This design comes from an exercise in tuning for small area, a short achievable clock period and few clock cycles on the open sky130 flow, not from production work.
No run shown here included a check of the RTL's function; only the layout flow was run.
Power figures rest on the tool's default switching activity, not on a simulated workload.

--- design/flow/config.mk ---
export PLATFORM = sky130hd
export DESIGN_NAME = systolic_array_os
export DESIGN_NICKNAME = systolic_array_os
export VERILOG_FILES = /design/flow/design.v
export SDC_FILE = /design/flow/constraint.sdc
export NUM_CORES = 4
export LEC_CHECK = 0
export CAP_MARGIN = 20
export CORE_MARGIN = 2
export CORE_UTILIZATION = 60
export CTS_BUF_LIST = sky130_fd_sc_hd__clkbuf_8
export SLEW_MARGIN = 20
--- design/flow/constraint.sdc ---
create_clock -name core_clock -period 10.0 [get_ports {clk}]
set_input_delay 2.0000 -clock core_clock [delete_from_list [all_inputs] [get_ports {clk}]]
set_output_delay 2.0000 -clock core_clock [all_outputs]
set_load 0.01 [all_outputs]
--- design/flow/design.v ---
package sys_array_pkg;
  localparam int unsigned DefaultRow  = 4;
  localparam int unsigned DefaultCol  = 4;
  localparam int unsigned DefaultEs   = 8;
  localparam int unsigned DefaultKMax = 64;
endpackage
module pe_mac #(
  parameter int unsigned ES    = 8,
  parameter int unsigned ACC_W = 22
) (
  input  logic             clk,
  input  logic             i_clr,
  input  logic             i_signed,
  input  logic [ES-1:0]    i_a,
  input  logic [ES-1:0]    i_b,
  output logic [ACC_W-1:0] o_acc
);
  logic [ACC_W-1:0] r_acc;
  logic [ACC_W-1:0] w_acc_q;
  logic w_pp_0_0;
  logic w_pp_0_1;
  logic w_pp_0_2;
  logic w_pp_0_3;
  logic w_pp_0_4;
  logic w_pp_0_5;
  logic w_pp_0_6;
  logic w_pp_0_7;
  logic w_pp_1_0;
  logic w_pp_1_1;
  logic w_pp_1_2;
  logic w_pp_1_3;
  logic w_pp_1_4;
  logic w_pp_1_5;
  logic w_pp_1_6;
  logic w_pp_1_7;
  logic w_pp_2_0;
  logic w_pp_2_1;
  logic w_pp_2_2;
  logic w_pp_2_3;
  logic w_pp_2_4;
  logic w_pp_2_5;
  logic w_pp_2_6;
  logic w_pp_2_7;
  logic w_pp_3_0;
  logic w_pp_3_1;
  logic w_pp_3_2;
  logic w_pp_3_3;
  logic w_pp_3_4;
  logic w_pp_3_5;
  logic w_pp_3_6;
  logic w_pp_3_7;
  logic w_pp_4_0;
  logic w_pp_4_1;
  logic w_pp_4_2;
  logic w_pp_4_3;
  logic w_pp_4_4;
  logic w_pp_4_5;
  logic w_pp_4_6;
  logic w_pp_4_7;
  logic w_pp_5_0;
  logic w_pp_5_1;
  logic w_pp_5_2;
  logic w_pp_5_3;
  logic w_pp_5_4;
  logic w_pp_5_5;
  logic w_pp_5_6;
  logic w_pp_5_7;
  logic w_pp_6_0;
  logic w_pp_6_1;
  logic w_pp_6_2;
  logic w_pp_6_3;
  logic w_pp_6_4;
  logic w_pp_6_5;
  logic w_pp_6_6;
  logic w_pp_6_7;
  logic w_pp_7_0;
  logic w_pp_7_1;
  logic w_pp_7_2;
  logic w_pp_7_3;
  logic w_pp_7_4;
  logic w_pp_7_5;
  logic w_pp_7_6;
  logic w_pp_7_7;
  logic w_s1, w_c2;
  logic w_s3, w_c4;
  logic w_s5, w_c6;
  logic w_s7, w_c8;
  logic w_s9, w_c10;
  logic w_s11, w_c12;
  logic w_s13, w_c14;
  logic w_s15, w_c16;
  logic w_s17, w_c18;
  logic w_s19, w_c20;
  logic w_s21, w_c22;
  logic w_s23, w_c24;
  logic w_s25, w_c26;
  logic w_s27, w_c28;
  logic w_s29, w_c30;
  logic w_s31, w_c32;
  logic w_s33, w_c34;
  logic w_s35, w_c36;
  logic w_s37, w_c38;
  logic w_s39, w_c40;
  logic w_s41, w_c42;
  logic w_s43, w_c44;
  logic w_s45, w_c46;
  logic w_s47, w_c48;
  logic w_s49, w_c50;
  logic w_s51, w_c52;
  logic w_s53, w_c54;
  logic w_s55, w_c56;
  logic w_s57, w_c58;
  logic w_s59, w_c60;
  logic w_s61, w_c62;
  logic w_s63, w_c64;
  logic w_s65, w_c66;
  logic w_s67, w_c68;
  logic w_s69, w_c70;
  logic w_s71, w_c72;
  logic w_s73, w_c74;
  logic w_s75, w_c76;
  logic w_s77, w_c78;
  logic w_s79, w_c80;
  logic w_s81, w_c82;
  logic w_s83, w_c84;
  logic w_s85, w_c86;
  logic w_s87, w_c88;
  logic w_s89, w_c90;
  logic w_s91, w_c92;
  logic w_s93, w_c94;
  logic w_s95, w_c96;
  logic w_s97, w_c98;
  logic w_s99, w_c100;
  logic w_s101, w_c102;
  logic w_s103, w_c104;
  logic w_s105, w_c106;
  logic w_s107, w_c108;
  logic w_s109, w_c110;
  logic w_s111, w_c112;
  logic w_s113, w_c114;
  logic w_s115, w_c116;
  logic w_s117, w_c118;
  logic w_s119, w_c120;
  logic w_s121, w_c122;
  logic w_s123, w_c124;
  logic w_s125, w_c126;
  logic w_s127, w_c128;
  logic w_s129, w_c130;
  logic w_s131, w_c132;
  logic w_s133, w_c134;
  logic [ACC_W-1:0] w_sum;
  logic w_g135, w_p136;
  logic w_g137, w_p138;
  logic w_g139, w_p140;
  logic w_g141, w_p142;
  logic w_g143, w_p144;
  logic w_g145, w_p146;
  logic w_g147, w_p148;
  logic w_g149, w_p150;
  logic w_g151, w_p152;
  logic w_g153, w_p154;
  logic w_g155, w_p156;
  logic w_g157, w_p158;
  logic w_g159;
  logic w_gg160;
  logic w_gg161;
  logic w_pp162;
  logic w_gg163;
  logic w_pp164;
  logic w_gg165;
  logic w_pp166;
  logic w_gg167;
  logic w_pp168;
  logic w_gg169;
  logic w_pp170;
  logic w_gg171;
  logic w_gg172;
  logic w_pp173;
  logic w_gg174;
  logic w_pp175;
  logic w_gg176;
  logic w_gg177;
  logic w_gg178;
  logic w_gg179;
  logic w_gg180;
  logic w_gg181;
  logic w_gg182;
  logic w_gg183;
  logic w_gg184;
  logic w_sm185;
  logic w_sm186;
  logic w_sm187;
  logic w_sm188;
  logic w_sm189;
  logic w_sm190;
  logic w_sm191;
  logic w_sm192;
  logic w_sm193;
  logic w_sm194;
  logic w_sm195;
  logic w_sm196;
  logic [5:0] w_hi0, w_hi1;
  assign w_acc_q = i_clr ? '0 : r_acc;
  assign w_pp_0_0 = i_a[0] & i_b[0];
  assign w_pp_0_1 = i_a[0] & i_b[1];
  assign w_pp_0_2 = i_a[0] & i_b[2];
  assign w_pp_0_3 = i_a[0] & i_b[3];
  assign w_pp_0_4 = i_a[0] & i_b[4];
  assign w_pp_0_5 = i_a[0] & i_b[5];
  assign w_pp_0_6 = i_a[0] & i_b[6];
  assign w_pp_0_7 = (i_a[0] & i_b[7]) ^ i_signed;
  assign w_pp_1_0 = i_a[1] & i_b[0];
  assign w_pp_1_1 = i_a[1] & i_b[1];
  assign w_pp_1_2 = i_a[1] & i_b[2];
  assign w_pp_1_3 = i_a[1] & i_b[3];
  assign w_pp_1_4 = i_a[1] & i_b[4];
  assign w_pp_1_5 = i_a[1] & i_b[5];
  assign w_pp_1_6 = i_a[1] & i_b[6];
  assign w_pp_1_7 = (i_a[1] & i_b[7]) ^ i_signed;
  assign w_pp_2_0 = i_a[2] & i_b[0];
  assign w_pp_2_1 = i_a[2] & i_b[1];
  assign w_pp_2_2 = i_a[2] & i_b[2];
  assign w_pp_2_3 = i_a[2] & i_b[3];
  assign w_pp_2_4 = i_a[2] & i_b[4];
  assign w_pp_2_5 = i_a[2] & i_b[5];
  assign w_pp_2_6 = i_a[2] & i_b[6];
  assign w_pp_2_7 = (i_a[2] & i_b[7]) ^ i_signed;
  assign w_pp_3_0 = i_a[3] & i_b[0];
  assign w_pp_3_1 = i_a[3] & i_b[1];
  assign w_pp_3_2 = i_a[3] & i_b[2];
  assign w_pp_3_3 = i_a[3] & i_b[3];
  assign w_pp_3_4 = i_a[3] & i_b[4];
  assign w_pp_3_5 = i_a[3] & i_b[5];
  assign w_pp_3_6 = i_a[3] & i_b[6];
  assign w_pp_3_7 = (i_a[3] & i_b[7]) ^ i_signed;
  assign w_pp_4_0 = i_a[4] & i_b[0];
  assign w_pp_4_1 = i_a[4] & i_b[1];
  assign w_pp_4_2 = i_a[4] & i_b[2];
  assign w_pp_4_3 = i_a[4] & i_b[3];
  assign w_pp_4_4 = i_a[4] & i_b[4];
  assign w_pp_4_5 = i_a[4] & i_b[5];
  assign w_pp_4_6 = i_a[4] & i_b[6];
  assign w_pp_4_7 = (i_a[4] & i_b[7]) ^ i_signed;
  assign w_pp_5_0 = i_a[5] & i_b[0];
  assign w_pp_5_1 = i_a[5] & i_b[1];
  assign w_pp_5_2 = i_a[5] & i_b[2];
  assign w_pp_5_3 = i_a[5] & i_b[3];
  assign w_pp_5_4 = i_a[5] & i_b[4];
  assign w_pp_5_5 = i_a[5] & i_b[5];
  assign w_pp_5_6 = i_a[5] & i_b[6];
  assign w_pp_5_7 = (i_a[5] & i_b[7]) ^ i_signed;
  assign w_pp_6_0 = i_a[6] & i_b[0];
  assign w_pp_6_1 = i_a[6] & i_b[1];
  assign w_pp_6_2 = i_a[6] & i_b[2];
  assign w_pp_6_3 = i_a[6] & i_b[3];
  assign w_pp_6_4 = i_a[6] & i_b[4];
  assign w_pp_6_5 = i_a[6] & i_b[5];
  assign w_pp_6_6 = i_a[6] & i_b[6];
  assign w_pp_6_7 = (i_a[6] & i_b[7]) ^ i_signed;
  assign w_pp_7_0 = (i_a[7] & i_b[0]) ^ i_signed;
  assign w_pp_7_1 = (i_a[7] & i_b[1]) ^ i_signed;
  assign w_pp_7_2 = (i_a[7] & i_b[2]) ^ i_signed;
  assign w_pp_7_3 = (i_a[7] & i_b[3]) ^ i_signed;
  assign w_pp_7_4 = (i_a[7] & i_b[4]) ^ i_signed;
  assign w_pp_7_5 = (i_a[7] & i_b[5]) ^ i_signed;
  assign w_pp_7_6 = (i_a[7] & i_b[6]) ^ i_signed;
  assign w_pp_7_7 = i_a[7] & i_b[7];
  assign w_s1 = w_pp_0_5 ^ w_pp_1_4;
  assign w_c2 = w_pp_0_5 & w_pp_1_4;
  assign w_s3 = w_pp_0_6 ^ w_pp_1_5 ^ w_pp_2_4;
  assign w_c4 = (w_pp_0_6 & w_pp_1_5) | (w_pp_0_6 & w_pp_2_4) | (w_pp_1_5 & w_pp_2_4);
  assign w_s5 = w_pp_3_3 ^ w_pp_4_2;
  assign w_c6 = w_pp_3_3 & w_pp_4_2;
  assign w_s7 = w_pp_1_6 ^ w_pp_2_5 ^ w_pp_3_4;
  assign w_c8 = (w_pp_1_6 & w_pp_2_5) | (w_pp_1_6 & w_pp_3_4) | (w_pp_2_5 & w_pp_3_4);
  assign w_s9 = w_pp_4_3 ^ w_pp_5_2 ^ w_pp_6_1;
  assign w_c10 = (w_pp_4_3 & w_pp_5_2) | (w_pp_4_3 & w_pp_6_1) | (w_pp_5_2 & w_pp_6_1);
  assign w_s11 = w_pp_0_7 ^ w_pp_7_0;
  assign w_c12 = w_pp_0_7 & w_pp_7_0;
  assign w_s13 = w_pp_2_6 ^ w_pp_3_5 ^ w_pp_4_4;
  assign w_c14 = (w_pp_2_6 & w_pp_3_5) | (w_pp_2_6 & w_pp_4_4) | (w_pp_3_5 & w_pp_4_4);
  assign w_s15 = w_pp_5_3 ^ w_pp_6_2 ^ i_signed;
  assign w_c16 = (w_pp_5_3 & w_pp_6_2) | (w_pp_5_3 & i_signed) | (w_pp_6_2 & i_signed);
  assign w_s17 = w_pp_1_7 ^ w_pp_7_1 ^ w_acc_q[8];
  assign w_c18 = (w_pp_1_7 & w_pp_7_1) | (w_pp_1_7 & w_acc_q[8]) | (w_pp_7_1 & w_acc_q[8]);
  assign w_s19 = w_pp_3_6 ^ w_pp_4_5 ^ w_pp_5_4;
  assign w_c20 = (w_pp_3_6 & w_pp_4_5) | (w_pp_3_6 & w_pp_5_4) | (w_pp_4_5 & w_pp_5_4);
  assign w_s21 = w_pp_6_3 ^ w_pp_2_7 ^ w_pp_7_2;
  assign w_c22 = (w_pp_6_3 & w_pp_2_7) | (w_pp_6_3 & w_pp_7_2) | (w_pp_2_7 & w_pp_7_2);
  assign w_s23 = w_pp_4_6 ^ w_pp_5_5 ^ w_pp_6_4;
  assign w_c24 = (w_pp_4_6 & w_pp_5_5) | (w_pp_4_6 & w_pp_6_4) | (w_pp_5_5 & w_pp_6_4);
  assign w_s25 = w_pp_0_3 ^ w_pp_1_2;
  assign w_c26 = w_pp_0_3 & w_pp_1_2;
  assign w_s27 = w_pp_0_4 ^ w_pp_1_3 ^ w_pp_2_2;
  assign w_c28 = (w_pp_0_4 & w_pp_1_3) | (w_pp_0_4 & w_pp_2_2) | (w_pp_1_3 & w_pp_2_2);
  assign w_s29 = w_pp_3_1 ^ w_pp_4_0;
  assign w_c30 = w_pp_3_1 & w_pp_4_0;
  assign w_s31 = w_pp_2_3 ^ w_pp_3_2 ^ w_pp_4_1;
  assign w_c32 = (w_pp_2_3 & w_pp_3_2) | (w_pp_2_3 & w_pp_4_1) | (w_pp_3_2 & w_pp_4_1);
  assign w_s33 = w_pp_5_0 ^ w_s1 ^ w_acc_q[5];
  assign w_c34 = (w_pp_5_0 & w_s1) | (w_pp_5_0 & w_acc_q[5]) | (w_s1 & w_acc_q[5]);
  assign w_s35 = w_pp_5_1 ^ w_pp_6_0 ^ w_c2;
  assign w_c36 = (w_pp_5_1 & w_pp_6_0) | (w_pp_5_1 & w_c2) | (w_pp_6_0 & w_c2);
  assign w_s37 = w_s5 ^ w_acc_q[6] ^ w_s3;
  assign w_c38 = (w_s5 & w_acc_q[6]) | (w_s5 & w_s3) | (w_acc_q[6] & w_s3);
  assign w_s39 = w_c6 ^ w_c4 ^ w_acc_q[7];
  assign w_c40 = (w_c6 & w_c4) | (w_c6 & w_acc_q[7]) | (w_c4 & w_acc_q[7]);
  assign w_s41 = w_s7 ^ w_s9 ^ w_s11;
  assign w_c42 = (w_s7 & w_s9) | (w_s7 & w_s11) | (w_s9 & w_s11);
  assign w_s43 = w_c8 ^ w_c10 ^ w_s13;
  assign w_c44 = (w_c8 & w_c10) | (w_c8 & w_s13) | (w_c10 & w_s13);
  assign w_s45 = w_c12 ^ w_s15 ^ w_s17;
  assign w_c46 = (w_c12 & w_s15) | (w_c12 & w_s17) | (w_s15 & w_s17);
  assign w_s47 = w_c14 ^ w_acc_q[9] ^ w_s19;
  assign w_c48 = (w_c14 & w_acc_q[9]) | (w_c14 & w_s19) | (w_acc_q[9] & w_s19);
  assign w_s49 = w_c16 ^ w_c18 ^ w_s21;
  assign w_c50 = (w_c16 & w_c18) | (w_c16 & w_s21) | (w_c18 & w_s21);
  assign w_s51 = w_c20 ^ w_pp_3_7 ^ w_pp_7_3;
  assign w_c52 = (w_c20 & w_pp_3_7) | (w_c20 & w_pp_7_3) | (w_pp_3_7 & w_pp_7_3);
  assign w_s53 = w_acc_q[10] ^ w_s23 ^ w_c22;
  assign w_c54 = (w_acc_q[10] & w_s23) | (w_acc_q[10] & w_c22) | (w_s23 & w_c22);
  assign w_s55 = w_pp_5_6 ^ w_pp_6_5 ^ w_c24;
  assign w_c56 = (w_pp_5_6 & w_pp_6_5) | (w_pp_5_6 & w_c24) | (w_pp_6_5 & w_c24);
  assign w_s57 = w_pp_4_7 ^ w_pp_7_4 ^ w_acc_q[11];
  assign w_c58 = (w_pp_4_7 & w_pp_7_4) | (w_pp_4_7 & w_acc_q[11]) | (w_pp_7_4 & w_acc_q[11]);
  assign w_s59 = w_pp_6_6 ^ w_pp_5_7 ^ w_pp_7_5;
  assign w_c60 = (w_pp_6_6 & w_pp_5_7) | (w_pp_6_6 & w_pp_7_5) | (w_pp_5_7 & w_pp_7_5);
  assign w_s61 = w_pp_0_2 ^ w_pp_1_1;
  assign w_c62 = w_pp_0_2 & w_pp_1_1;
  assign w_s63 = w_pp_2_1 ^ w_pp_3_0 ^ w_s25;
  assign w_c64 = (w_pp_2_1 & w_pp_3_0) | (w_pp_2_1 & w_s25) | (w_pp_3_0 & w_s25);
  assign w_s65 = w_c26 ^ w_s29 ^ w_acc_q[4];
  assign w_c66 = (w_c26 & w_s29) | (w_c26 & w_acc_q[4]) | (w_s29 & w_acc_q[4]);
  assign w_s67 = w_c30 ^ w_c28 ^ w_s31;
  assign w_c68 = (w_c30 & w_c28) | (w_c30 & w_s31) | (w_c28 & w_s31);
  assign w_s69 = w_c32 ^ w_s35 ^ w_c34;
  assign w_c70 = (w_c32 & w_s35) | (w_c32 & w_c34) | (w_s35 & w_c34);
  assign w_s71 = w_c36 ^ w_c38 ^ w_s39;
  assign w_c72 = (w_c36 & w_c38) | (w_c36 & w_s39) | (w_c38 & w_s39);
  assign w_s73 = w_c40 ^ w_s43 ^ w_c42;
  assign w_c74 = (w_c40 & w_s43) | (w_c40 & w_c42) | (w_s43 & w_c42);
  assign w_s75 = w_c44 ^ w_s47 ^ w_c46;
  assign w_c76 = (w_c44 & w_s47) | (w_c44 & w_c46) | (w_s47 & w_c46);
  assign w_s77 = w_c48 ^ w_s51 ^ w_c50;
  assign w_c78 = (w_c48 & w_s51) | (w_c48 & w_c50) | (w_s51 & w_c50);
  assign w_s79 = w_c52 ^ w_s55 ^ w_s57;
  assign w_c80 = (w_c52 & w_s55) | (w_c52 & w_s57) | (w_s55 & w_s57);
  assign w_s81 = w_acc_q[12] ^ w_c56 ^ w_c58;
  assign w_c82 = (w_acc_q[12] & w_c56) | (w_acc_q[12] & w_c58) | (w_c56 & w_c58);
  assign w_s83 = w_pp_6_7 ^ w_pp_7_6 ^ w_acc_q[13];
  assign w_c84 = (w_pp_6_7 & w_pp_7_6) | (w_pp_6_7 & w_acc_q[13]) | (w_pp_7_6 & w_acc_q[13]);
  assign w_s85 = w_pp_0_1 ^ w_pp_1_0;
  assign w_c86 = w_pp_0_1 & w_pp_1_0;
  assign w_s87 = w_pp_2_0 ^ w_s61 ^ w_acc_q[2];
  assign w_c88 = (w_pp_2_0 & w_s61) | (w_pp_2_0 & w_acc_q[2]) | (w_s61 & w_acc_q[2]);
  assign w_s89 = w_c62 ^ w_acc_q[3] ^ w_s63;
  assign w_c90 = (w_c62 & w_acc_q[3]) | (w_c62 & w_s63) | (w_acc_q[3] & w_s63);
  assign w_s91 = w_s27 ^ w_c64 ^ w_s65;
  assign w_c92 = (w_s27 & w_c64) | (w_s27 & w_s65) | (w_c64 & w_s65);
  assign w_s93 = w_c66 ^ w_s33 ^ w_s67;
  assign w_c94 = (w_c66 & w_s33) | (w_c66 & w_s67) | (w_s33 & w_s67);
  assign w_s95 = w_c68 ^ w_s37 ^ w_s69;
  assign w_c96 = (w_c68 & w_s37) | (w_c68 & w_s69) | (w_s37 & w_s69);
  assign w_s97 = w_s41 ^ w_c70 ^ w_s71;
  assign w_c98 = (w_s41 & w_c70) | (w_s41 & w_s71) | (w_c70 & w_s71);
  assign w_s99 = w_c72 ^ w_s45 ^ w_s73;
  assign w_c100 = (w_c72 & w_s45) | (w_c72 & w_s73) | (w_s45 & w_s73);
  assign w_s101 = w_s49 ^ w_c74 ^ w_s75;
  assign w_c102 = (w_s49 & w_c74) | (w_s49 & w_s75) | (w_c74 & w_s75);
  assign w_s103 = w_s53 ^ w_c76 ^ w_s77;
  assign w_c104 = (w_s53 & w_c76) | (w_s53 & w_s77) | (w_c76 & w_s77);
  assign w_s105 = w_c54 ^ w_s79 ^ w_c78;
  assign w_c106 = (w_c54 & w_s79) | (w_c54 & w_c78) | (w_s79 & w_c78);
  assign w_s107 = w_s59 ^ w_c80 ^ w_s81;
  assign w_c108 = (w_s59 & w_c80) | (w_s59 & w_s81) | (w_c80 & w_s81);
  assign w_s109 = w_c60 ^ w_s83 ^ w_c82;
  assign w_c110 = (w_c60 & w_s83) | (w_c60 & w_c82) | (w_s83 & w_c82);
  assign w_s111 = w_pp_7_7 ^ w_acc_q[14] ^ w_c84;
  assign w_c112 = (w_pp_7_7 & w_acc_q[14]) | (w_pp_7_7 & w_c84) | (w_acc_q[14] & w_c84);
  assign w_s113 = i_signed ^ w_acc_q[15];
  assign w_c114 = i_signed & w_acc_q[15];
  assign w_s115 = i_signed ^ w_acc_q[16];
  assign w_c116 = i_signed & w_acc_q[16];
  assign w_s117 = i_signed ^ w_acc_q[17];
  assign w_c118 = i_signed & w_acc_q[17];
  assign w_s119 = i_signed ^ w_acc_q[18];
  assign w_c120 = i_signed & w_acc_q[18];
  assign w_s121 = i_signed ^ w_acc_q[19];
  assign w_c122 = i_signed & w_acc_q[19];
  assign w_s123 = i_signed ^ w_acc_q[20];
  assign w_c124 = i_signed & w_acc_q[20];
  assign w_s125 = i_signed ^ w_acc_q[21];
  assign w_c126 = i_signed & w_acc_q[21];
  assign w_s127 = w_pp_0_0 ^ w_acc_q[0];
  assign w_c128 = w_pp_0_0 & w_acc_q[0];
  assign w_s129 = w_acc_q[1] ^ w_s85 ^ w_c128;
  assign w_c130 = (w_acc_q[1] & w_s85) | (w_acc_q[1] & w_c128) | (w_s85 & w_c128);
  assign w_s131 = w_c86 ^ w_s87 ^ w_c130;
  assign w_c132 = (w_c86 & w_s87) | (w_c86 & w_c130) | (w_s87 & w_c130);
  assign w_s133 = w_c88 ^ w_s89 ^ w_c132;
  assign w_c134 = (w_c88 & w_s89) | (w_c88 & w_c132) | (w_s89 & w_c132);
  assign w_g135 = w_c90 & w_s91;
  assign w_p136 = w_c90 ^ w_s91;
  assign w_g137 = w_c92 & w_s93;
  assign w_p138 = w_c92 ^ w_s93;
  assign w_g139 = w_c94 & w_s95;
  assign w_p140 = w_c94 ^ w_s95;
  assign w_g141 = w_c96 & w_s97;
  assign w_p142 = w_c96 ^ w_s97;
  assign w_g143 = w_c98 & w_s99;
  assign w_p144 = w_c98 ^ w_s99;
  assign w_g145 = w_c100 & w_s101;
  assign w_p146 = w_c100 ^ w_s101;
  assign w_g147 = w_c102 & w_s103;
  assign w_p148 = w_c102 ^ w_s103;
  assign w_g149 = w_c104 & w_s105;
  assign w_p150 = w_c104 ^ w_s105;
  assign w_g151 = w_c106 & w_s107;
  assign w_p152 = w_c106 ^ w_s107;
  assign w_g153 = w_c108 & w_s109;
  assign w_p154 = w_c108 ^ w_s109;
  assign w_g155 = w_c110 & w_s111;
  assign w_p156 = w_c110 ^ w_s111;
  assign w_g157 = w_c112 & w_s113;
  assign w_p158 = w_c112 ^ w_s113;
  assign w_g159 = w_g135 | (w_p136 & w_c134);
  assign w_gg160 = w_g137 | (w_p138 & w_g159);
  assign w_gg161 = w_g141 | (w_p142 & w_g139);
  assign w_pp162 = w_p142 & w_p140;
  assign w_gg163 = w_g145 | (w_p146 & w_g143);
  assign w_pp164 = w_p146 & w_p144;
  assign w_gg165 = w_g149 | (w_p150 & w_g147);
  assign w_pp166 = w_p150 & w_p148;
  assign w_gg167 = w_g153 | (w_p154 & w_g151);
  assign w_pp168 = w_p154 & w_p152;
  assign w_gg169 = w_g157 | (w_p158 & w_g155);
  assign w_pp170 = w_p158 & w_p156;
  assign w_gg171 = w_gg161 | (w_pp162 & w_gg160);
  assign w_gg172 = w_gg165 | (w_pp166 & w_gg163);
  assign w_pp173 = w_pp166 & w_pp164;
  assign w_gg174 = w_gg169 | (w_pp170 & w_gg167);
  assign w_pp175 = w_pp170 & w_pp168;
  assign w_gg176 = w_gg172 | (w_pp173 & w_gg171);
  assign w_gg177 = w_gg174 | (w_pp175 & w_gg176);
  assign w_gg178 = w_gg163 | (w_pp164 & w_gg171);
  assign w_gg179 = w_gg167 | (w_pp168 & w_gg176);
  assign w_gg180 = w_g139 | (w_p140 & w_gg160);
  assign w_gg181 = w_g143 | (w_p144 & w_gg171);
  assign w_gg182 = w_g147 | (w_p148 & w_gg178);
  assign w_gg183 = w_g151 | (w_p152 & w_gg176);
  assign w_gg184 = w_g155 | (w_p156 & w_gg179);
  assign w_sm185 = w_p136 ^ w_c134;
  assign w_sm186 = w_p138 ^ w_g159;
  assign w_sm187 = w_p140 ^ w_gg160;
  assign w_sm188 = w_p142 ^ w_gg180;
  assign w_sm189 = w_p144 ^ w_gg171;
  assign w_sm190 = w_p146 ^ w_gg181;
  assign w_sm191 = w_p148 ^ w_gg178;
  assign w_sm192 = w_p150 ^ w_gg182;
  assign w_sm193 = w_p152 ^ w_gg176;
  assign w_sm194 = w_p154 ^ w_gg183;
  assign w_sm195 = w_p156 ^ w_gg179;
  assign w_sm196 = w_p158 ^ w_gg184;
  assign w_sum[3:0] = {w_s133, w_s131, w_s129, w_s127};
  assign w_sum[15:4] = {w_sm196, w_sm195, w_sm194, w_sm193, w_sm192, w_sm191, w_sm190, w_sm189, w_sm188, w_sm187, w_sm186, w_sm185};
  assign w_hi0 = {w_c124, w_c122, w_c120, w_c118, w_c116, w_c114} + {w_s125, w_s123, w_s121, w_s119, w_s117, w_s115};
  assign w_hi1 = {w_c124, w_c122, w_c120, w_c118, w_c116, w_c114} + {w_s125, w_s123, w_s121, w_s119, w_s117, w_s115} + 1'b1;
  assign w_sum[21:16] = w_gg177 ? w_hi1 : w_hi0;
  always_ff @(posedge clk) begin
    r_acc <= w_sum;
  end
  assign o_acc = r_acc;
endmodule
module systolic_array_os #(
  parameter int unsigned ROW   = sys_array_pkg::DefaultRow,
  parameter int unsigned COL   = sys_array_pkg::DefaultCol,
  parameter int unsigned ES    = sys_array_pkg::DefaultEs,
  parameter int unsigned K_MAX = sys_array_pkg::DefaultKMax,
  parameter int unsigned ACC_W = 2 * ES + $clog2(K_MAX)
) (
  input  logic                         clk,
  input  logic                         rst_n,
  input  logic                         start,
  input  logic [$clog2(K_MAX+1)-1:0]   k_len,
  input  logic                         signed_mode,
  input  logic                         in_vld,
  output logic                         in_rdy,
  input  logic [ROW*ES-1:0]            a_vec,
  input  logic [COL*ES-1:0]            b_vec,
  output logic                         out_vld,
  input  logic                         out_rdy,
  output logic [COL*ACC_W-1:0]         out_row,
  output logic [$clog2(ROW)-1:0]       out_row_idx,
  output logic                         out_last,
  output logic                         busy,
  output logic                         done
);
  localparam int unsigned KW = $clog2(K_MAX + 1);
  localparam int unsigned RW = $clog2(ROW);
  logic          r_feed;       
  logic          r_zero;       
  logic          r_first;      
  logic [KW-1:0] r_k_rem;      
  logic          r_signed;
  logic [ES-1:0] r_a [ROW];
  logic [ES-1:0] r_b [COL];
  logic          r_clr;        
  logic          r_last;       
  logic          r_out_vld;
  logic [RW-1:0] r_row;
  logic          r_row_last;   
  logic [ROW-1:0] r_row_sel;   
  logic          r_rdy_any;    
  logic          r_rdy_last;   
  logic [KW-1:0]    w_k_clamp;
  logic             w_start, w_acc_free, w_in_rdy, w_fire, w_issue, w_xfer;
  logic             w_feed_d, w_zero_d, w_first_d, w_last_d, w_out_vld_d, w_row_last_d;
  logic [RW-1:0]    w_row_d;
  logic [ACC_W-1:0] w_acc [ROW][COL];
  assign w_k_clamp = (k_len > KW'(K_MAX)) ? KW'(K_MAX) : k_len;
  assign w_start   = start & ~busy;
  assign w_xfer    = r_out_vld & out_rdy;
  assign w_acc_free = ~r_last & (~r_out_vld | (r_row_last & out_rdy));
  assign w_in_rdy   = r_rdy_any | (r_rdy_last & out_rdy);
  assign w_fire     = in_vld & w_in_rdy;
  assign w_issue    = w_fire | (r_zero & w_acc_free);
  always_comb begin
    w_feed_d  = r_feed;
    w_zero_d  = r_zero;
    w_first_d = r_first;
    if (w_start) begin
      w_feed_d  = (w_k_clamp != '0);
      w_zero_d  = (w_k_clamp == '0);
      w_first_d = 1'b1;
    end else begin
      if (w_fire) begin
        w_first_d = 1'b0;
        if (r_k_rem == KW'(1)) w_feed_d = 1'b0;
      end
      if (r_zero && w_acc_free) w_zero_d = 1'b0;
    end
    w_last_d     = w_issue & (r_zero | (r_k_rem == KW'(1)));
    w_out_vld_d  = r_out_vld;
    w_row_d      = r_row;
    w_row_last_d = r_row_last;
    if (r_last) begin
      w_out_vld_d  = 1'b1;
      w_row_d      = '0;
      w_row_last_d = 1'b0;
    end else if (w_xfer) begin
      w_out_vld_d  = ~r_row_last;
      w_row_d      = r_row + RW'(1);
      w_row_last_d = (r_row == RW'(ROW - 2));
    end
  end
  always_ff @(posedge clk) begin
    if (!rst_n) begin
      r_feed     <= 1'b0;
      r_zero     <= 1'b0;
      r_first    <= 1'b0;
      r_clr      <= 1'b0;
      r_last     <= 1'b0;
      r_out_vld  <= 1'b0;
      r_row      <= '0;
      r_row_last <= 1'b0;
      r_row_sel  <= '0;
      r_rdy_any  <= 1'b0;
      r_rdy_last <= 1'b0;
    end else begin
      r_feed     <= w_feed_d;
      r_zero     <= w_zero_d;
      r_first    <= w_first_d;
      r_clr      <= w_issue & (r_first | r_zero);
      r_last     <= w_last_d;
      r_out_vld  <= w_out_vld_d;
      r_row      <= w_row_d;
      r_row_last <= w_row_last_d;
      for (int r = 0; r < ROW; r++) r_row_sel[r] <= w_out_vld_d & (w_row_d == RW'(r));
      r_rdy_any  <= w_feed_d & (~w_first_d | (~w_last_d & ~w_out_vld_d));
      r_rdy_last <= w_feed_d & w_first_d & ~w_last_d & w_row_last_d;
    end
  end
  always_ff @(posedge clk) begin
    if (w_start) begin
      r_k_rem  <= w_k_clamp;
      r_signed <= signed_mode;
    end else if (w_fire) begin
      r_k_rem <= r_k_rem - KW'(1);
    end
  end
  always_ff @(posedge clk) begin
    for (int r = 0; r < ROW; r++) r_a[r] <= w_fire ? a_vec[r*ES +: ES] : '0;
    for (int c = 0; c < COL; c++) r_b[c] <= b_vec[c*ES +: ES];
  end
  for (genvar gr = 0; gr < ROW; gr++) begin : g_row
    for (genvar gc = 0; gc < COL; gc++) begin : g_col
      pe_mac #(
        .ES   (ES),
        .ACC_W(ACC_W)
      ) u_pe (
        .clk     (clk),
        .i_clr   (r_clr),
        .i_signed(r_signed),
        .i_a     (r_a[gr]),
        .i_b     (r_b[gc]),
        .o_acc   (w_acc[gr][gc])
      );
    end
  end
  always_comb begin
    out_row = '0;
    for (int r = 0; r < ROW; r++)
      for (int c = 0; c < COL; c++)
        out_row[c*ACC_W +: ACC_W] = out_row[c*ACC_W +: ACC_W] | (w_acc[r][c] & {ACC_W{r_row_sel[r]}});
  end
  assign in_rdy      = w_in_rdy;
  assign out_vld     = r_out_vld;
  assign out_row_idx = r_row;
  assign out_last    = r_row_last;
  assign busy        = r_feed | r_zero;
  assign done        = r_row_last & out_rdy;
endmodule
--- design/flow/flow/run.sh ---
#!/bin/bash
# Standard ORFS layout with three changes:
#  - synthesis skips Yosys's early "abc -fast", so full adders are extracted from the
#    RTL's own adder expressions (no inverters between adder cells); registers are
#    unchanged,
#  - ports are buffered with buf_2 instead of a delay buffer,
#  - repair_timing aims at a tighter setup margin.
set -u
sed -e 's/synth -nofsm -noshare/synth -nofsm -noshare -noabc/' synth_recipe.tcl > synth_noabc.tcl
bash standard.sh SYNTH_SCRIPT=$PWD/synth_noabc.tcl SETUP_SLACK_MARGIN=5.3 \
  "BUFFER_PORTS_ARGS=-buffer_cell sky130_fd_sc_hd__buf_2" finish > standard.log 2>&1
--- design/flow/standard.sh ---
#!/bin/bash
# synth_recipe.tcl (not shown) runs the flow's synth.tcl, then flattens the netlist and writes it again
# the make line also repeats each setting of config.mk as NAME=value (left out here)
make -C /OpenROAD-flow-scripts/flow DESIGN_CONFIG=/design/flow/config.mk WORK_HOME=/design/flow/orfs CLKGATE_MAP_FILE= SYNTH_SCRIPT=/design/flow/synth_recipe.tcl "${@:-finish}"
==> results of run 1 <==
[critical path, cell delays in order]
cell and delay (ns):
buf_2 0.15, a21o_4 0.23, buf_12 0.15, buf_6 0.13
[what timing repair did]
action                                  CTS  global route
gates cloned                             12            13
hold buffers                              0             0
buffers inserted                         40            30
endpoints found under the hold margin     0             0
pin swaps                                67           103
endpoints found under the setup margin  313           134
gates resized for setup                 153           137
[cells in the mapped netlist (11+ instances only)]
library cell | count | share of area
mux2_1 | 11 | 0.0023
nand3_1 | 28 | 0.0026
inv_1 | 15 | 0.0010
o21ai_0 | 44 | 0.0041
xor2_1 | 136 | 0.022
clkbuf_1 | 267 | 0.019
nand2_1 | 378 | 0.026
ha_1 | 483 | 0.11
nor2_1 | 66 | 0.0046
nor3_1 | 16 | 0.0015
and2_1 | 808 | 0.094
o211ai_1 | 20 | 0.0028
nor2b_1 | 354 | 0.041
a21oi_1 | 82 | 0.0076
and3_1 | 44 | 0.0051
o21a_1 | 15 | 0.0021
a211oi_1 | 23 | 0.0032
a21o_1 | 69 | 0.0096
nand2b_1 | 12 | 0.0014
o21bai_1 | 14 | 0.0020
fa_1 | 960 | 0.36
nand4_1 | 21 | 0.0024
buf_2 | 26 | 0.0024
dfxtp_1 | 431 | 0.16
a22oi_1 | 176 | 0.025
xnor2_1 | 343 | 0.056
[kinds of logic after synthesis]
kind of cell | count (synthesis) | share of synthesized area
xor+xnor | 479 | 0.07807
simple gates | 1765 | 0.1860
fa+ha+maj | 1443 | 0.4701
compound gates | 518 | 0.07381
flops | 439 | 0.1650
buf+inv | 320 | 0.02345
mux | 17 | 0.003539
[flip-flops by register name, indices dropped and copies added, names as in the netlist, 2 cells and up]
signal and count:
r_k_rem 7, r_row_sel 4, r_row 2, r_b 32
g_row.g_col.u_pe.r_acc 352, r_a 32
[report_power, final]
group	internal [uW]	total [uW]	switching, uW
clock network	1120	2070	950
logic	5950	12300	6300
registers	2750	3260	512
[per-layer routing]
layer	global-route usage	vias up	part of all wire
li1	-	16580	-
met1	0.4371	19040	0.42
met2	0.5321	1024	0.48
met3	0.05397	240	0.064
met4	0.1060	2	0.035
met5	0	-	0.000074
[area by class of cell]
cell class	instances	area, sq um	area share
Multi-Input combinational cell	4222	45730	0.7437
Sequential cell	439	8936	0.1453
Timing Repair Buffer	345	3388	0.05510
Clock buffer	109	1500	0.02440
Tap cell	1165	1458	0.02371
Clock inverter	53	402.9	0.006552
Inverter	15	56.30	0.0009157
Antenna cell	7	17.52	0.0002849
[layout by cell type (no fill, tap or decap), types with 43 or more instances in the layout]
master	synthesis	routed
and2_1	808	805
dfxtp_1	431	411
nor2b_1	354	354
xnor2_2	0	45
a21oi_1	82	65
a22oi_1	176	176
ha_4	0	52
and3_1	44	43
fa_2	0	159
ha_1	483	429
buf_2	26	170
buf_4	5	71
xnor2_1	343	283
fa_1	960	801
nor2_1	66	66
a21o_1	69	68
xor2_1	136	136
clkbuf_8	0	111
nand2_1	378	374
[worst min-delay path by stage]
stage	startpoint	endpoint	slack, ns	cells past startpoint
floorplan	r_first	r_clr	0.43	2
global placement	r_first	r_clr	0.48	2
detailed placement	r_first	r_clr	0.47	2
CTS	r_first	r_clr	0.49	2
global route	r_first	r_clr	0.53	2
finish	r_first	r_clr	0.48	2
[per-stage QoR]
step | instances | hold slack [ns] | utilization | setup WS (ns) | total power (uW)
2_1_floorplan | 4981 | 0.4325 | - | 2.809 | 12610
3_5_place_dp | 6091 | 0.4719 | 0.6457 | 4.321 | 14930
3_3_place_gp | 6091 | 0.4785 | 0.6457 | 4.416 | 14590
4_1_cts | 6305 | 0.4868 | 0.6822 | 5.219 | 17420
6_report | 6355 | 0.4787 | 0.6947 | 5.316 | 17590
5_1_grt | 6350 | 0.5309 | 0.6946 | 5.228 | 19300
==> metrics.md, run 1 <==
| Metric | Value |
|---|---|
| Synth Instances | `4981` |
| Grt total ovfl | `0` |
| Synth-to-layout area growth | `14.42%` |
| Synthesis-stage register bit count | `439` |
| First-iteration detailed-routing DRC count | `2370` |
| PwrDens | `286.0 nW/um^2` |
| Sequential share of the synthesized area | `0.1650` |
| Vias/cell | `5.805` |
| Share of layout cells above drive strength 1 | `0.1754` |
| Post-synth EDFFs | `8` |
| Pleak | `0.02875 uW` |
| PortBufs | `171` |
| Total GRT Usage | `0.3232` |
| DR WL/cell | `23.24 microns` |
| Syn Area/Cell | `10.79 sq um` |
| Crit end category | `primary output` |
| Max Cap Violations | `0` |
| Crit Reg-Reg Endpoint | `g_row[0].g_col[2].u_pe.r_acc[15]` |
| Inserted Clock Buffers | `89` |
| First-pass GRT wire length | `226300 microns` |
| Setup tns final | `0 ns` |
| Clk buf depth | `3` |
| Die Area | `91970 sq um` |
| Worst Setup EP | `in_rdy` |
| CP Launch Type | `input port` |
| Syn Nets | `6501` |
| Nets | `6632` |
| Final wirelength | `147700 microns` |
| R2R Setup Slk | `5.38 ns` |
| Root Buffer | `clkbuf_8` |
| Max Slew Vio Count | `0` |
| Post-Route Skew | `0.03613 ns` |
| Synth Flop Type | `dfxtp_1` |
| Placed cell areas | `57150 sq um` |
| Status | `complete, no violations` |
| Vias in the first global route | `39910` |
| Asr flop ratio synth | `0` |
| Crit Path Class | `input port to primary output` |
| Die Ht | `303.3 microns` |
| R2r worst-path depth | `14` |
| Crit share post-route | `0.4684` |
| CTS tree | `yes` |
| Final critical delay including setup and external delays | `4.684 ns` |
| Worst Tran Pin Value | `0.7950 ns` |
| Core footprint | `88510 sq um` |
| # IOs | `172` |
| FF-to-FF Start | `r_a[0][1]` |
| RSZ-0062 raised after global routing | `true` |
| First-pass DRT Iterations | `5` |
| Final hold viol count | `0` |
| Reg clk slew, reported paths | `0.05 ns` |
| H-tree depth | `3` |
| CP startpoint | `out_rdy` |
| Antenna violations before repair | `10` |
| DRC | `0` |
| Distinct cell type count after synthesis | `66` |
| Starting Density | `0.6071` |
| Clock latency (worst-skew pair) | `0.77 ns` |
| Yosys Warn Count | `7` |
| Antenna-violating nets left | `0` |
| WP data required | `8.00 ns` |
| Final Cell Area | `61490 sq um` |
| Max-Slew Margin vs Limit | `0.4700` |
| Row count | `109` |
| Fillers | `6742` |
| Die width | `303.3 microns` |
| Post-Syn Area | `53740 sq um` |
| Highest Clock Rate | `0.2135 GHz` |
| Hold Crit Class | `flip-flop to flip-flop` |
| Vias | `36890` |
| Max VDD drop | `0.2383 mV` |
| DP Wirelength | `94420 microns` |
| Worst-path fanout max | `9` |
| Critical Path AT | `2.68 ns` |
| Setup-failing EPs final | `0` |
| Clk sink count | `439` |
| Largest net degree at the start of global routing | `61` |
| Global placement routability congestion | `0.8355` |
==> run 2, diff against run 1 <==
--- a/design/flow/flow/run.sh
+++ b/design/flow/flow/run.sh
@@ -9,3 +9,3 @@
 sed -e 's/synth -nofsm -noshare/synth -nofsm -noshare -noabc/' synth_recipe.tcl > synth_noabc.tcl
-bash standard.sh SYNTH_SCRIPT=$PWD/synth_noabc.tcl SETUP_SLACK_MARGIN=5.3 \
+bash standard.sh SYNTH_SCRIPT=$PWD/synth_noabc.tcl SETUP_SLACK_MARGIN=5.25 \
   "BUFFER_PORTS_ARGS=-buffer_cell sky130_fd_sc_hd__buf_2" finish > standard.log 2>&1
--- a/design/flow/config.mk
+++ b/design/flow/config.mk
@@ -9,4 +9,3 @@
 export CORE_MARGIN = 2
-export CORE_UTILIZATION = 60
-export CTS_BUF_LIST = sky130_fd_sc_hd__clkbuf_8
+export CORE_UTILIZATION = 40
 export SLEW_MARGIN = 20
==> metrics.md, run 2 <==
| Metric | Value |
|---|---|
| Pleak | `0.02870 uW` |
| Asr flop ratio synth | `0` |
| Crit end category | `primary output` |
| Die Ht | `370.5 microns` |
| Most used cell, CP | `buf_2` |
| DP Wirelength | `98240 microns` |
| Row count | `134` |
| Setup tns final | `0 ns` |
| Final wirelength | `151300 microns` |
| Hold path cells | `2` |
| Biggest regs | `g_row.g_col.u_pe.r_acc (352), r_a (32), r_b (32)` |
| Syn Nets | `6501` |
| Max-Slew Margin vs Limit | `0.5312` |
| Critical Path AT | `2.70 ns` |
| Biggest register | `g_row.g_col.u_pe.r_acc` |
| First-pass DRT Iterations | `5` |
| H-tree depth | `2` |
| Sequential share of the synthesized area | `0.1650` |
| Setup-failing EPs final | `0` |
| Vias | `36280` |
| FF-to-FF Start | `r_a[3][0]` |
| Fillers | `12370` |
| First-pass GRT wire length | `234400 microns` |
| CP Buf/Inv Count | `3` |
| Antenna-violating nets left | `0` |
| Clk buf depth | `3` |
| Hold Startpoint | `r_first` |
| Global placement routability congestion | `0.8108` |
| Hold Buf Count CTS | `0` |
| # IOs | `172` |
| RSZ-0062 raised after global routing | `true` |
| DR WL/cell | `21.93 microns` |
| Synth Flop Type | `dfxtp_1` |
| Critical path cell sequence | `buf_2 > a21o_4 > buf_12 > buf_2` |
| Hold Path Sink | `r_clr` |
| Crit share post-route | `0.4699` |
| Clock latency (worst-skew pair) | `0.69 ns` |
| Max reg flops | `352` |
| Synth Instances | `4981` |
| Hold Crit Class | `flip-flop to flip-flop` |
| PwrDens | `283.6 nW/um^2` |
| Status | `complete, no violations` |
| Synth-to-layout area growth | `16.02%` |
| Worst-path fanout max | `17` |
| PortBufs | `171` |
| Post-synth EDFFs | `8` |
| Die width | `370.5 microns` |
| Clk sink count | `439` |
| Max Slew Vio Count | `0` |
| Antenna violations before repair | `10` |
| Max Cap Violations | `0` |
| WP data required | `8.00 ns` |
| Max stage delay on crit path | `0.24 ns` |
| Most frequent cell after synthesis | `fa_1` |
| Post-synth top area share | `0.3576` |
| Post-Route Skew | `0.04109 ns` |
| Final hold viol count | `0` |
| Largest net degree at the start of global routing | `61` |
| Post-synth top area cell | `fa_1` |
| Root Buffer | `clkbuf_16` |
| Crit Path Class | `input port to primary output` |
| FF/Latch Area | `8935 sq um` |
| Post-synth top cells | `fa_1, and2_1, ha_1` |
| DRC | `0` |
| Crit Reg-Reg Endpoint | `g_row[3].g_col[1].u_pe.r_acc[17]` |
| Inserted Clock Buffers | `58` |
| Vias in the first global route | `40060` |
| Most frequent cells in the layout | `fa_1, and2_1, ha_1` |
| Synth top area cells | `fa_1, dfxtp_1, ha_1` |
| Yosys Warn Count | `7` |
| Worst Tran Pin Value | `0.7032 ns` |
| Final critical delay including setup and external delays | `4.699 ns` |
| Core footprint | `133500 sq um` |
| Vias/cell | `5.257` |
| Highest Clock Rate | `0.2128 GHz` |
| CP max-delay cell | `a21o_4` |
| Share of layout cells above drive strength 1 | `0.1644` |
| Nets | `6594` |
| CP top delay family | `buffers and inverters` |
| Reg clk slew, reported paths | `0.06 ns` |
| Max VDD drop | `0.1712 mV` |
| Starting Density | `0.4027` |
| CP Launch Type | `input port` |
| Final design utilization | `0.4672` |
| Grt total ovfl | `0` |
| Distinct cell type count after synthesis | `66` |
| Post-Syn Area | `53740 sq um` |
| Synthesis-stage register bit count | `439` |
| R2r worst-path depth | `13` |
| Leading cell type in the layout, fill and taps excluded | `fa_1` |
| Multi-input gate area | `45610 sq um` |
| R2R Setup Slk | `5.34 ns` |
| Total GRT Usage | `0.2211` |
| Syn Area/Cell | `10.79 sq um` |
| First-iteration detailed-routing DRC count | `2051` |
| Die Area | `137300 sq um` |
| CTS tree | `yes` |
[run 2: cell counts after synthesis]
Identical to the previous run, type by type.
[run 2: cell families (layout without fill, tap and decap cells)]
kind of cell    after synthesis  in the layout  synth area share
compound gates              518            518           0.07381
xor+xnor                    479            479           0.07807
fa+ha+maj                  1443           1443            0.4701
buf+inv                     320            462           0.02345
flops                       439            439            0.1650
mux                          17             17          0.003539
other cells                   0             10                 0
simple gates               1765           1765            0.1860
[run 2: worst max-delay path by stage]
| stage | start | end | slack, ns | cells past startpoint |
|---|---|---|---|---|
| 2_1_floorplan | r_signed | g_row[2].g_col[3].u_pe.r_acc[15] | 2.81 | 15 |
| 3_3_place_gp | r_clr | g_row[3].g_col[3].u_pe.r_acc[15] | 4.26 | 13 |
| 3_5_place_dp | r_clr | g_row[3].g_col[3].u_pe.r_acc[15] | 4.19 | 13 |
| 4_1_cts | r_signed | g_row[3].g_col[3].u_pe.r_acc[15] | 5.19 | 13 |
| 5_1_grt | r_clr | g_row[0].g_col[3].u_pe.r_acc[14] | 5.23 | 14 |
| 6_report | out_rdy | in_rdy | 5.30 | 4 |
[run 2: report_power, final]
group          internal, uW  leakage (uW)  switching (uW)  total (uW)
clock network          1440       0.00104             976        2410
registers              2750       0.00371             481        3230
logic                  5850        0.0240            6200       12000
total                 10000        0.0287            7650       17700
[run 2: area by class of cell]
| class | count | area share |
|---|---|---|
| clock inverters | 36 | 0.007445 |
| inverters | 15 | 0.0009031 |
| multi-input cells | 4222 | 0.7316 |
| flip-flops and latches | 439 | 0.1433 |
| repair buffers | 338 | 0.05372 |
| diodes | 10 | 0.0004014 |
| well taps | 1768 | 0.03548 |
| clock buffers | 73 | 0.02717 |
[run 2: worst reg2reg max path, cell delays in order, from the launching register on]
cell	delay [ns]
dfxtp_4	0.36
buf_12	0.16
and2_1	0.19
ha_1	0.29
fa_1	0.51
fa_1	0.53
fa_2	0.38
fa_1	0.44
fa_2	0.41
a211oi_4	0.37
o211ai_2	0.17
a41oi_4	0.26
buf_12	0.15
mux2_4	0.29
[run 2: timing repair]
item,4_1_cts,5_1_grt
cloned,13,12
setup endpoints to repair,262,111
resized for setup,141,112
pin swaps,44,66
buffers inserted,33,32
[run 2: per-stage QoR]
| step | hold WS (ns) | instance area, sq um | power (uW) | cells | setup slack, ns |
|---|---|---|---|---|---|
| after floorplan | 0.4325 | 55690 | 12610 | 4981 | 2.809 |
| after global placement | 0.5187 | 57880 | 14570 | 6692 | 4.259 |
| after detailed placement | 0.5000 | 57880 | 14870 | 6692 | 4.190 |
| after CTS | 0.5164 | 61340 | 17700 | 6847 | 5.185 |
| after global routing | 0.5378 | 62320 | 19500 | 6891 | 5.226 |
| final | 0.5062 | 62350 | 17680 | 6901 | 5.301 |
[run 2: routing by layer]
layer | global-route usage | vias up | part of all wire
met5 | 0 | - | 0
met4 | 0.05014 | 0 | 0.023
met3 | 0.03264 | 163 | 0.059
met2 | 0.3707 | 759 | 0.48
met1 | 0.3014 | 18840 | 0.44
li1 | - | 16510 | -
==> run 3, diff against run 2 <==
--- a/design/flow/design.v
+++ b/design/flow/design.v
@@ -146,7 +146,7 @@
   logic w_s125, w_c126;
-  logic w_s127, w_c128;
-  logic w_s129, w_c130;
-  logic w_s131, w_c132;
-  logic w_s133, w_c134;
   logic [ACC_W-1:0] w_sum;
+  logic w_g127, w_p128;
+  logic w_g129, w_p130;
+  logic w_g131, w_p132;
+  logic w_g133, w_p134;
   logic w_g135, w_p136;
@@ -163,15 +163,15 @@
   logic w_g157, w_p158;
-  logic w_g159;
+  logic w_gg159;
   logic w_gg160;
-  logic w_gg161;
-  logic w_pp162;
-  logic w_gg163;
-  logic w_pp164;
-  logic w_gg165;
-  logic w_pp166;
-  logic w_gg167;
-  logic w_pp168;
-  logic w_gg169;
-  logic w_pp170;
-  logic w_gg171;
+  logic w_pp161;
+  logic w_gg162;
+  logic w_pp163;
+  logic w_gg164;
+  logic w_pp165;
+  logic w_gg166;
+  logic w_pp167;
+  logic w_gg168;
+  logic w_pp169;
+  logic w_gg170;
+  logic w_pp171;
   logic w_gg172;
@@ -179,24 +179,39 @@
   logic w_gg174;
-  logic w_pp175;
-  logic w_gg176;
+  logic w_gg175;
+  logic w_pp176;
   logic w_gg177;
-  logic w_gg178;
+  logic w_pp178;
   logic w_gg179;
-  logic w_gg180;
+  logic w_pp180;
   logic w_gg181;
   logic w_gg182;
-  logic w_gg183;
+  logic w_pp183;
   logic w_gg184;
-  logic w_sm185;
-  logic w_sm186;
-  logic w_sm187;
-  logic w_sm188;
-  logic w_sm189;
-  logic w_sm190;
-  logic w_sm191;
-  logic w_sm192;
-  logic w_sm193;
-  logic w_sm194;
-  logic w_sm195;
+  logic w_gg185;
+  logic w_gg186;
+  logic w_gg187;
+  logic w_gg188;
+  logic w_gg189;
+  logic w_gg190;
+  logic w_gg191;
+  logic w_gg192;
+  logic w_gg193;
+  logic w_gg194;
+  logic w_gg195;
   logic w_sm196;
+  logic w_sm197;
+  logic w_sm198;
+  logic w_sm199;
+  logic w_sm200;
+  logic w_sm201;
+  logic w_sm202;
+  logic w_sm203;
+  logic w_sm204;
+  logic w_sm205;
+  logic w_sm206;
+  logic w_sm207;
+  logic w_sm208;
+  logic w_sm209;
+  logic w_sm210;
+  logic w_sm211;
   logic [5:0] w_hi0, w_hi1;
@@ -393,10 +408,10 @@
   assign w_c126 = i_signed & w_acc_q[21];
-  assign w_s127 = w_pp_0_0 ^ w_acc_q[0];
-  assign w_c128 = w_pp_0_0 & w_acc_q[0];
-  assign w_s129 = w_acc_q[1] ^ w_s85 ^ w_c128;
-  assign w_c130 = (w_acc_q[1] & w_s85) | (w_acc_q[1] & w_c128) | (w_s85 & w_c128);
-  assign w_s131 = w_c86 ^ w_s87 ^ w_c130;
-  assign w_c132 = (w_c86 & w_s87) | (w_c86 & w_c130) | (w_s87 & w_c130);
-  assign w_s133 = w_c88 ^ w_s89 ^ w_c132;
-  assign w_c134 = (w_c88 & w_s89) | (w_c88 & w_c132) | (w_s89 & w_c132);
+  assign w_g127 = w_pp_0_0 & w_acc_q[0];
+  assign w_p128 = w_pp_0_0 ^ w_acc_q[0];
+  assign w_g129 = w_acc_q[1] & w_s85;
+  assign w_p130 = w_acc_q[1] ^ w_s85;
+  assign w_g131 = w_c86 & w_s87;
+  assign w_p132 = w_c86 ^ w_s87;
+  assign w_g133 = w_c88 & w_s89;
+  assign w_p134 = w_c88 ^ w_s89;
   assign w_g135 = w_c90 & w_s91;
@@ -425,45 +440,59 @@
   assign w_p158 = w_c112 ^ w_s113;
-  assign w_g159 = w_g135 | (w_p136 & w_c134);
-  assign w_gg160 = w_g137 | (w_p138 & w_g159);
-  assign w_gg161 = w_g141 | (w_p142 & w_g139);
-  assign w_pp162 = w_p142 & w_p140;
-  assign w_gg163 = w_g145 | (w_p146 & w_g143);
-  assign w_pp164 = w_p146 & w_p144;
-  assign w_gg165 = w_g149 | (w_p150 & w_g147);
-  assign w_pp166 = w_p150 & w_p148;
-  assign w_gg167 = w_g153 | (w_p154 & w_g151);
-  assign w_pp168 = w_p154 & w_p152;
-  assign w_gg169 = w_g157 | (w_p158 & w_g155);
-  assign w_pp170 = w_p158 & w_p156;
-  assign w_gg171 = w_gg161 | (w_pp162 & w_gg160);
-  assign w_gg172 = w_gg165 | (w_pp166 & w_gg163);
-  assign w_pp173 = w_pp166 & w_pp164;
-  assign w_gg174 = w_gg169 | (w_pp170 & w_gg167);
-  assign w_pp175 = w_pp170 & w_pp168;
-  assign w_gg176 = w_gg172 | (w_pp173 & w_gg171);
-  assign w_gg177 = w_gg174 | (w_pp175 & w_gg176);
-  assign w_gg178 = w_gg163 | (w_pp164 & w_gg171);
-  assign w_gg179 = w_gg167 | (w_pp168 & w_gg176);
-  assign w_gg180 = w_g139 | (w_p140 & w_gg160);
-  assign w_gg181 = w_g143 | (w_p144 & w_gg171);
-  assign w_gg182 = w_g147 | (w_p148 & w_gg178);
-  assign w_gg183 = w_g151 | (w_p152 & w_gg176);
-  assign w_gg184 = w_g155 | (w_p156 & w_gg179);
-  assign w_sm185 = w_p136 ^ w_c134;
-  assign w_sm186 = w_p138 ^ w_g159;
-  assign w_sm187 = w_p140 ^ w_gg160;
-  assign w_sm188 = w_p142 ^ w_gg180;
-  assign w_sm189 = w_p144 ^ w_gg171;
-  assign w_sm190 = w_p146 ^ w_gg181;
-  assign w_sm191 = w_p148 ^ w_gg178;
-  assign w_sm192 = w_p150 ^ w_gg182;
-  assign w_sm193 = w_p152 ^ w_gg176;
-  assign w_sm194 = w_p154 ^ w_gg183;
-  assign w_sm195 = w_p156 ^ w_gg179;
-  assign w_sm196 = w_p158 ^ w_gg184;
-  assign w_sum[3:0] = {w_s133, w_s131, w_s129, w_s127};
-  assign w_sum[15:4] = {w_sm196, w_sm195, w_sm194, w_sm193, w_sm192, w_sm191, w_sm190, w_sm189, w_sm188, w_sm187, w_sm186, w_sm185};
+  assign w_gg159 = w_g129 | (w_p130 & w_g127);
+  assign w_gg160 = w_g133 | (w_p134 & w_g131);
+  assign w_pp161 = w_p134 & w_p132;
+  assign w_gg162 = w_g137 | (w_p138 & w_g135);
+  assign w_pp163 = w_p138 & w_p136;
+  assign w_gg164 = w_g141 | (w_p142 & w_g139);
+  assign w_pp165 = w_p142 & w_p140;
+  assign w_gg166 = w_g145 | (w_p146 & w_g143);
+  assign w_pp167 = w_p146 & w_p144;
+  assign w_gg168 = w_g149 | (w_p150 & w_g147);
+  assign w_pp169 = w_p150 & w_p148;
+  assign w_gg170 = w_g153 | (w_p154 & w_g151);
+  assign w_pp171 = w_p154 & w_p152;
+  assign w_gg172 = w_g157 | (w_p158 & w_g155);
+  assign w_pp173 = w_p158 & w_p156;
+  assign w_gg174 = w_gg160 | (w_pp161 & w_gg159);
+  assign w_gg175 = w_gg164 | (w_pp165 & w_gg162);
+  assign w_pp176 = w_pp165 & w_pp163;
+  assign w_gg177 = w_gg168 | (w_pp169 & w_gg166);
+  assign w_pp178 = w_pp169 & w_pp167;
+  assign w_gg179 = w_gg172 | (w_pp173 & w_gg170);
+  assign w_pp180 = w_pp173 & w_pp171;
+  assign w_gg181 = w_gg175 | (w_pp176 & w_gg174);
+  assign w_gg182 = w_gg179 | (w_pp180 & w_gg177);
+  assign w_pp183 = w_pp180 & w_pp178;
+  assign w_gg184 = w_gg182 | (w_pp183 & w_gg181);
+  assign w_gg185 = w_gg177 | (w_pp178 & w_gg181);
+  assign w_gg186 = w_gg162 | (w_pp163 & w_gg174);
+  assign w_gg187 = w_gg166 | (w_pp167 & w_gg181);
+  assign w_gg188 = w_gg170 | (w_pp171 & w_gg185);
+  assign w_gg189 = w_g131 | (w_p132 & w_gg159);
+  assign w_gg190 = w_g135 | (w_p136 & w_gg174);
+  assign w_gg191 = w_g139 | (w_p140 & w_gg186);
+  assign w_gg192 = w_g143 | (w_p144 & w_gg181);
+  assign w_gg193 = w_g147 | (w_p148 & w_gg187);
+  assign w_gg194 = w_g151 | (w_p152 & w_gg185);
+  assign w_gg195 = w_g155 | (w_p156 & w_gg188);
+  assign w_sm196 = w_p128 ^ 1'b0;
+  assign w_sm197 = w_p130 ^ w_g127;
+  assign w_sm198 = w_p132 ^ w_gg159;
+  assign w_sm199 = w_p134 ^ w_gg189;
+  assign w_sm200 = w_p136 ^ w_gg174;
+  assign w_sm201 = w_p138 ^ w_gg190;
+  assign w_sm202 = w_p140 ^ w_gg186;
+  assign w_sm203 = w_p142 ^ w_gg191;
+  assign w_sm204 = w_p144 ^ w_gg181;
+  assign w_sm205 = w_p146 ^ w_gg192;
+  assign w_sm206 = w_p148 ^ w_gg187;
+  assign w_sm207 = w_p150 ^ w_gg193;
+  assign w_sm208 = w_p152 ^ w_gg185;
+  assign w_sm209 = w_p154 ^ w_gg194;
+  assign w_sm210 = w_p156 ^ w_gg188;
+  assign w_sm211 = w_p158 ^ w_gg195;
+  assign w_sum[15:0] = {w_sm211, w_sm210, w_sm209, w_sm208, w_sm207, w_sm206, w_sm205, w_sm204, w_sm203, w_sm202, w_sm201, w_sm200, w_sm199, w_sm198, w_sm197, w_sm196};
   assign w_hi0 = {w_c124, w_c122, w_c120, w_c118, w_c116, w_c114} + {w_s125, w_s123, w_s121, w_s119, w_s117, w_s115};
   assign w_hi1 = {w_c124, w_c122, w_c120, w_c118, w_c116, w_c114} + {w_s125, w_s123, w_s121, w_s119, w_s117, w_s115} + 1'b1;
-  assign w_sum[21:16] = w_gg177 ? w_hi1 : w_hi0;
+  assign w_sum[21:16] = w_gg184 ? w_hi1 : w_hi0;
   always_ff @(posedge clk) begin
--- a/design/flow/flow/run.sh
+++ b/design/flow/flow/run.sh
@@ -9,3 +9,3 @@
 sed -e 's/synth -nofsm -noshare/synth -nofsm -noshare -noabc/' synth_recipe.tcl > synth_noabc.tcl
-bash standard.sh SYNTH_SCRIPT=$PWD/synth_noabc.tcl SETUP_SLACK_MARGIN=5.25 \
+bash standard.sh SYNTH_SCRIPT=$PWD/synth_noabc.tcl SETUP_SLACK_MARGIN=5.3 \
   "BUFFER_PORTS_ARGS=-buffer_cell sky130_fd_sc_hd__buf_2" finish > standard.log 2>&1
--- a/design/flow/config.mk
+++ b/design/flow/config.mk
@@ -9,3 +9,3 @@
 export CORE_MARGIN = 2
-export CORE_UTILIZATION = 40
+export CORE_UTILIZATION = 60
 export SLEW_MARGIN = 20
==> metrics.md, run 3 <==
| Metric | Value |
|---|---|
| Synth Instances | `5180` |
| Crit share post-route | `0.4733` |
| Max Cap Violations | `0` |
| CP Launch Type | `flip-flop` |
| Core footprint | `89870 sq um` |
| Antenna-violating nets left | `0` |
| Hold path cells | `2` |
| Max VDD drop | `0.2158 mV` |
| Pleak | `0.03015 uW` |
| Hold Buf Count CTS | `0` |
| Final critical delay including setup and external delays | `4.733 ns` |
| First-iteration detailed-routing DRC count | `2747` |
| Antenna violations before repair | `19` |
| Sequential share of the synthesized area | `0.1632` |
| Max-Slew Margin vs Limit | `0.5044` |
| Most frequent cells in the layout | `and2_1, fa_1, ha_1` |
| Final hold viol count | `0` |
| Crit Path Class | `flip-flop to flip-flop` |
| Biggest regs | `g_row.g_col.u_pe.r_acc (352), r_a (32), r_b (32)` |
| Final design utilization | `0.7121` |
| Post-Syn Area | `54340 sq um` |
| H-tree depth | `2` |
| Clk sink count | `439` |
| First-pass GRT wire length | `233800 microns` |
| RSZ-0062 raised after global routing | `true` |
| Clock latency (worst-skew pair) | `0.68 ns` |
| Vias in the first global route | `41130` |
| Die Ht | `305.0 microns` |
| Most frequent cell after synthesis | `fa_1` |
| Worst-path fanout max | `9` |
| Distinct cell type count after synthesis | `46` |
| Synth Flop Type | `dfxtp_1` |
| Critical Path AT | `5.30 ns` |
| Setup tns final | `0 ns` |
| Leading cell type in the layout, fill and taps excluded | `and2_1` |
| Global placement routability congestion | `0.8139` |
| Final hold slack | `0.4645 ns` |
| Total GRT Usage | `0.3236` |
| Hold Startpoint | `r_first` |
| Syn Nets | `6732` |
| Synth top area cells | `fa_1, dfxtp_1, ha_1` |
| Share of layout cells above drive strength 1 | `0.1784` |
| # IOs | `172` |
| Die width | `305.0 microns` |
| Row count | `110` |
| Biggest register | `g_row.g_col.u_pe.r_acc` |
| Highest Clock Rate | `0.2113 GHz` |
| Synthesis-stage register bit count | `439` |
| Post-Route Skew | `0.03144 ns` |
| DRC | `0` |
| Synth-to-layout area growth | `17.77%` |
| WP data required | `10.56 ns` |
| R2R Setup Slk | `5.27 ns` |
| Hold Path Sink | `r_clr` |
| Vias | `39160` |
| Post-synth EDFFs | `8` |
| Die Area | `92990 sq um` |
| Syn Area/Cell | `10.49 sq um` |
| Status | `complete, no violations` |
| Fillers | `6624` |
| FF-to-FF Start | `r_signed` |
| FF/Latch Area | `8964 sq um` |
| Multi-input gate area | `46830 sq um` |
| Worst Tran Pin Value | `0.7434 ns` |
| Reg clk slew, reported paths | `0.06 ns` |
| CTS tree | `yes` |
| Final wirelength | `160100 microns` |
| PwrDens | `284.0 nW/um^2` |
| DR WL/cell | `24.29 microns` |
| DP Wirelength | `97880 microns` |
| Post-synth top area share | `0.3419` |
| Max reg flops | `352` |
| Grt total ovfl | `0` |
| Crit Reg-Reg Endpoint | `g_row[3].g_col[2].u_pe.r_acc[15]` |
| PortBufs | `171` |
| Vias/cell | `5.939` |
| Largest net degree at the start of global routing | `55` |
| Inserted Clock Buffers | `56` |
| Asr flop ratio synth | `0` |
| Setup-failing EPs final | `0` |
| Crit end category | `flip-flop` |
| Nets | `6915` |
| Hold Crit Class | `flip-flop to flip-flop` |
| R2r worst-path depth | `17` |
| Post-synth top area cell | `fa_1` |
| First-pass DRT Iterations | `7` |
| Max Slew Vio Count | `0` |
| CP startpoint | `r_signed` |
| Post-synth top cells | `fa_1, and2_1, ha_1` |
| Clk buf depth | `3` |
| Yosys Warn Count | `7` |
| Starting Density | `0.6046` |
| Root Buffer | `clkbuf_16` |
[run 3: cell types whose count changed after synthesis, moves of 13 or more]
cell	previous run	this run
nand2_1	378	455
a21oi_1	82	149
ha_1	483	547
fa_1	960	928
xor2_1	136	162
o211ai_1	20	45
nor2_1	66	46
inv_1	15	32
o21ai_0	44	61
o21a_1	15	1
xnor2_1	343	356
[run 3: kinds of logic (layout without fill, tap and decap cells)]
| group | Yosys count | after routing | synth area share |
|---|---|---|---|
| adders and majority gates | 1475 | 1475 | 0.4678 |
| xor gates and xnor gates | 518 | 518 | 0.08349 |
| and+or+nand+nor | 1811 | 1811 | 0.1847 |
| other | 0 | 9 | 0 |
| buffers and inverters | 337 | 565 | 0.02395 |
| muxes | 17 | 17 | 0.003500 |
| DFF | 439 | 439 | 0.1632 |
| AOI/OAI and AO/OA | 583 | 583 | 0.07333 |
[run 3: metal layers]
layer,vias up,GRT usage,share of wire
met2,1473,0.5204,0.46
met1,20000,0.4468,0.42
met5,-,0,0.00014
met4,4,0.09843,0.033
met3,275,0.06008,0.089
li1,17400,-,-
[run 3: area by class of cell]
cell class / instances / area share
Multi-Input combinational cell: 4404 / 0.7317
Sequential cell: 439 / 0.1401
Timing Repair Buffer: 430 / 0.07184
Clock buffer: 77 / 0.02536
Tap cell: 1176 / 0.02299
Clock inverter: 26 / 0.005787
Inverter: 32 / 0.001877
Antenna cell: 9 / 0.0003519
[run 3: timing repair]
action	4_1_cts	5_1_grt
setup endpoints to repair	171	92
setup buffers	31	104
pin swaps	44	154
gates resized for setup	142	225
cloned	14	28
[run 3: critical path, cell delays in order, from the launching register on]
cell	delay, ns
edfxtp_1	0.46
buf_12	0.20
buf_16	0.17
buf_12	0.13
xnor2_2	0.14
fa_1	0.53
fa_2	0.38
fa_1	0.49
fa_2	0.60
ha_4	0.21
nand2_1	0.06
o21ai_0	0.10
a41oi_2	0.25
inv_2	0.09
a21oi_2	0.15
o21bai_2	0.10
fa_2	0.39
xor2_1	0.14
[run 3: per-stage QoR]
stage,power [uW],cell area [sq um],instances,setup slack (ns)
final,18170,64000,6593,5.267
after floorplan,12430,56460,5180,2.696
after global placement,14410,57930,6304,4.581
after detailed placement,14690,57930,6304,4.377
after CTS,17370,61300,6452,5.254
after global routing,19910,63980,6584,5.158
[run 3: worst max-delay path by stage]
stage                                                  end  slack, ns  depth (start not counted)
after floorplan           g_row[1].g_col[1].u_pe.r_acc[15]       2.70                         17
after global placement    g_row[3].g_col[1].u_pe.r_acc[15]       4.58                         16
after detailed placement  g_row[3].g_col[1].u_pe.r_acc[15]       4.38                         16
after CTS                 g_row[3].g_col[1].u_pe.r_acc[15]       5.25                         15
after global routing      g_row[3].g_col[1].u_pe.r_acc[15]       5.16                         18
final                     g_row[3].g_col[2].u_pe.r_acc[15]       5.27                         17
[run 3: power by group]
group          internal, uW  switching, uW
Sequential             2750            475
Combinational          6190           6500
Clock                  1340            920
Total                 10300           7900

-- afterwards: timing with drivers on the ports --
The flow's constraints put no driver on any port. The routed layouts listed below were extracted and timed again, unchanged, in two steps.
Step 1 (the two cells are an assumption about what drives the block):
set clk [get_ports {clk}]
set_driving_cell -lib_cell sky130_fd_sc_hd__clkbuf_16 $clk
set_driving_cell -lib_cell sky130_fd_sc_hd__buf_2 [delete_from_list [all_inputs] $clk]
Step 2 adds t to the input delays and takes it off the output delays; t is the mean of the earliest and latest rising clock arrival at the registers after step 1. Input paths then give back, and output paths get back, about the clock's delay inside the block.
a / b / c = ideal / step 1 / step 2; a / b = the first two.
run | t, ns | setup WS [ns] | worst setup path after step 2 | clock arrival spread, ns | worst data-port slew with drivers (ns)
run 1 | 0.824 | 5.316 / 5.298 / 5.298 | input to output | 0.041 / 0.041 | 0.04
run 2 | 0.744 | 5.301 / 5.282 / 5.282 | input to output | 0.041 / 0.041 | 0.08
run 3 | 0.736 | 5.267 / 5.267 / 5.267 | register to register | 0.034 / 0.033 | 0.14
After both steps every run listed still meets setup and hold. For run 2, which loses most, drivers alone change the setup slack by -0.019 ns; drivers and shift together by -0.019 ns.
